This is an optimization exercise on Yosys and OpenROAD, whose aim is small area, a short achievable clock period and few clock cycles, not a production implementation. No activity file was given, so power comes from the tool's default toggle rates.

Setup of garnet:
==> flow/design.v (excerpt) <==
module online_shop
(
	input  logic         clk,
	input  logic         inf,
	input  logic [15:0]  data_in,
	input  logic         id_valid,
	input  logic         act_valid,
	input  logic         item_valid,
	input  logic         num_valid,
	input  logic         amnt_valid,
	input  logic         c_out_valid,
	input  logic [63:0]  c_data_r,
	output logic         c_in_valid,
	output logic         c_r_wb,
	output logic [7:0]   c_addr,
	output logic [63:0]  c_data_w,
	output logic         out_valid,
	output logic [3:0]   err_msg,
	output logic         complete,
	output logic [31:0]  out_info
);
Settings: LEC_CHECK=0, CAP_MARGIN=20, CORE_MARGIN=2, CORE_UTILIZATION=40, SLEW_MARGIN=20; clock period 9.0 ns.
standard.sh (not shown) runs the stock make flow with config.mk's settings and CLKGATE_MAP_FILE= SYNTH_SCRIPT=/design/flow/synth_recipe.tcl, a recipe that flattens the netlist after the stock synthesis.
==> flow/flow/run.sh <==
#!/bin/bash
# Own flow: the standard layout (standard.sh, unchanged synthesis and steps) with two
# extra ORFS settings passed on make's command line:
#  - port buffers are buf_1 cells instead of the default delay-buffer cells;
set -euo pipefail
cd "$(dirname "$0")/.."
bash standard.sh \
  "BUFFER_PORTS_ARGS=-buffer_cell sky130_fd_sc_hd__buf_1" \
  SETUP_SLACK_MARGIN=5.8 \
  finish > flow_make.log 2>&1
garnet: all stages complete, timing, DRC and antenna checks passed
Input-level comparison between pepper and garnet:
Settings: CORE_UTILIZATION: 40 -> 60.
==> flow/flow/run.sh <==
#!/bin/bash
# Own flow: the standard layout (standard.sh, unchanged synthesis and steps) with two
# extra ORFS settings passed on make's command line:
#  - port buffers are buf_2 cells instead of the default delay-buffer cells;
set -euo pipefail
cd "$(dirname "$0")/.."
bash standard.sh \
  "BUFFER_PORTS_ARGS=-buffer_cell sky130_fd_sc_hd__buf_2" \
  SETUP_SLACK_MARGIN=5.8 \
  finish > flow_make.log 2>&1
--- outcome ---
Lower met2 routing resource usage after global routing was reported by garnet, not pepper. Data arrival time of the critical path: pepper > garnet. Summary — highest fanout seen on the critical path, pepper relative to garnet: lower, by 1. Delta (pepper minus garnet): count of max-cap constraint violations about even; setup slack of the worst register-to-register path shows a reduction of 90 ps; instance count after placement with tap cells included lost about 9%; global-route wire length before repair down 1900 um. Going from garnet to pepper, share of cells above drive strength 1 picked up an extra 11 points; total power consumption of the routed design lost 1.8%; worst setup slack lost 86 ps. Re initial antenna violation count: garnet was lower than pepper. pepper finished every stage and its layout cleared the timing, DRC and antenna checks.
No functional check of the RTL was part of any run of this note.

========
online_shop again, from the RTL that the note above started with.
==> flow/config.mk <==
export PLATFORM = sky130hd
export DESIGN_NAME = online_shop
export DESIGN_NICKNAME = online_shop
export VERILOG_FILES = /design/flow/design.v
export SDC_FILE = /design/flow/constraint.sdc
export NUM_CORES = 4
export LEC_CHECK = 0
export CAP_MARGIN = 20
export CORE_MARGIN = 2
export CORE_UTILIZATION = 40
export SETUP_SLACK_MARGIN = 5
export SLEW_MARGIN = 20
==> flow/constraint.sdc <==
create_clock -name core_clock -period 9.0 [get_ports {clk}]
set_input_delay 1.8000 -clock core_clock [delete_from_list [all_inputs] [get_ports {clk}]]
set_output_delay 1.8000 -clock core_clock [all_outputs]
set_load 0.01 [all_outputs]
run.sh (not shown) runs the stock make flow with config.mk's settings and CLKGATE_MAP_FILE= SYNTH_SCRIPT=/design/flow/synth_recipe.tcl, a recipe that flattens the netlist after the stock synthesis.
Stock flow here: none of the scripts above is used.
==> next run, changes <==
==> flow/flow/run.sh (new file) <==
#!/bin/bash
# Own flow: the standard layout (standard.sh, unchanged synthesis and steps) with two
# extra ORFS settings passed on make's command line:
#  - port buffers are buf_2 cells instead of the default delay-buffer cells;
set -euo pipefail
cd "$(dirname "$0")/.."
bash standard.sh \
  "BUFFER_PORTS_ARGS=-buffer_cell sky130_fd_sc_hd__buf_2" \
  SETUP_SLACK_MARGIN=5.8 \
  finish > flow_make.log 2>&1
==> flow/standard.sh (new file) <==
#!/bin/bash
# synth_recipe.tcl (not shown) runs the flow's synth.tcl, then flattens the netlist and writes it again
# the make line also repeats each setting of config.mk as NAME=value (left out here)
make -C /OpenROAD-flow-scripts/flow DESIGN_CONFIG=/design/flow/config.mk WORK_HOME=/design/flow/orfs CLKGATE_MAP_FILE= SYNTH_SCRIPT=/design/flow/synth_recipe.tcl "${@:-finish}"
- SETUP_SLACK_MARGIN: 5 -> default
removed: flow/run.sh
The changed run completed without violations.
Power went up by 6.2%.
Critical path depth stays the same.
Die area does not change.
Maximum frequency came out higher by 12%.
Utilization falls by 0.62 points.
No run of this note included a check of the RTL's function; only the layout flow was run.

==> what the ideal ports hide <==
The flow's constraints put no driver on any port. The routed layouts listed below were extracted and timed again, unchanged, in two steps.
Step 1, drivers: a clkbuf_16 drives clk and a buf_2 each remaining input, both assumed.
Step 2 adds t to the input delays and takes it off the output delays; t is the mean of the earliest and latest rising clock arrival at the registers after step 1. Input paths then give back, and output paths get back, about the clock's delay inside the block.
a / b / c = ideal / step 1 / step 2; a / b = the first two.
| run | shift t [ns] | setup WS [ns] | slew at the worst register clock pin (ns) | worst slew at a driven data input, ns |
|---|---|---|---|---|
| garnet | 0.595 | 5.623 / 5.623 / 5.129 | 0.06 / 0.06 | 0.08 |
| pepper | 0.581 | 5.537 / 5.537 / 5.082 | 0.07 / 0.07 | 0.09 |
| the first run of note 2 | 0.599 | 5.178 / 5.195 / 4.606 | 0.07 / 0.07 | 0.08 |
| the second run of note 2 | 0.605 | 5.593 / 5.593 / 5.143 | 0.07 / 0.07 | 0.07 |
After both steps every run listed still meets setup and hold. For the first run of note 2, which loses most, drivers alone change the setup slack by +0.017 ns; drivers and shift together by -0.572 ns.
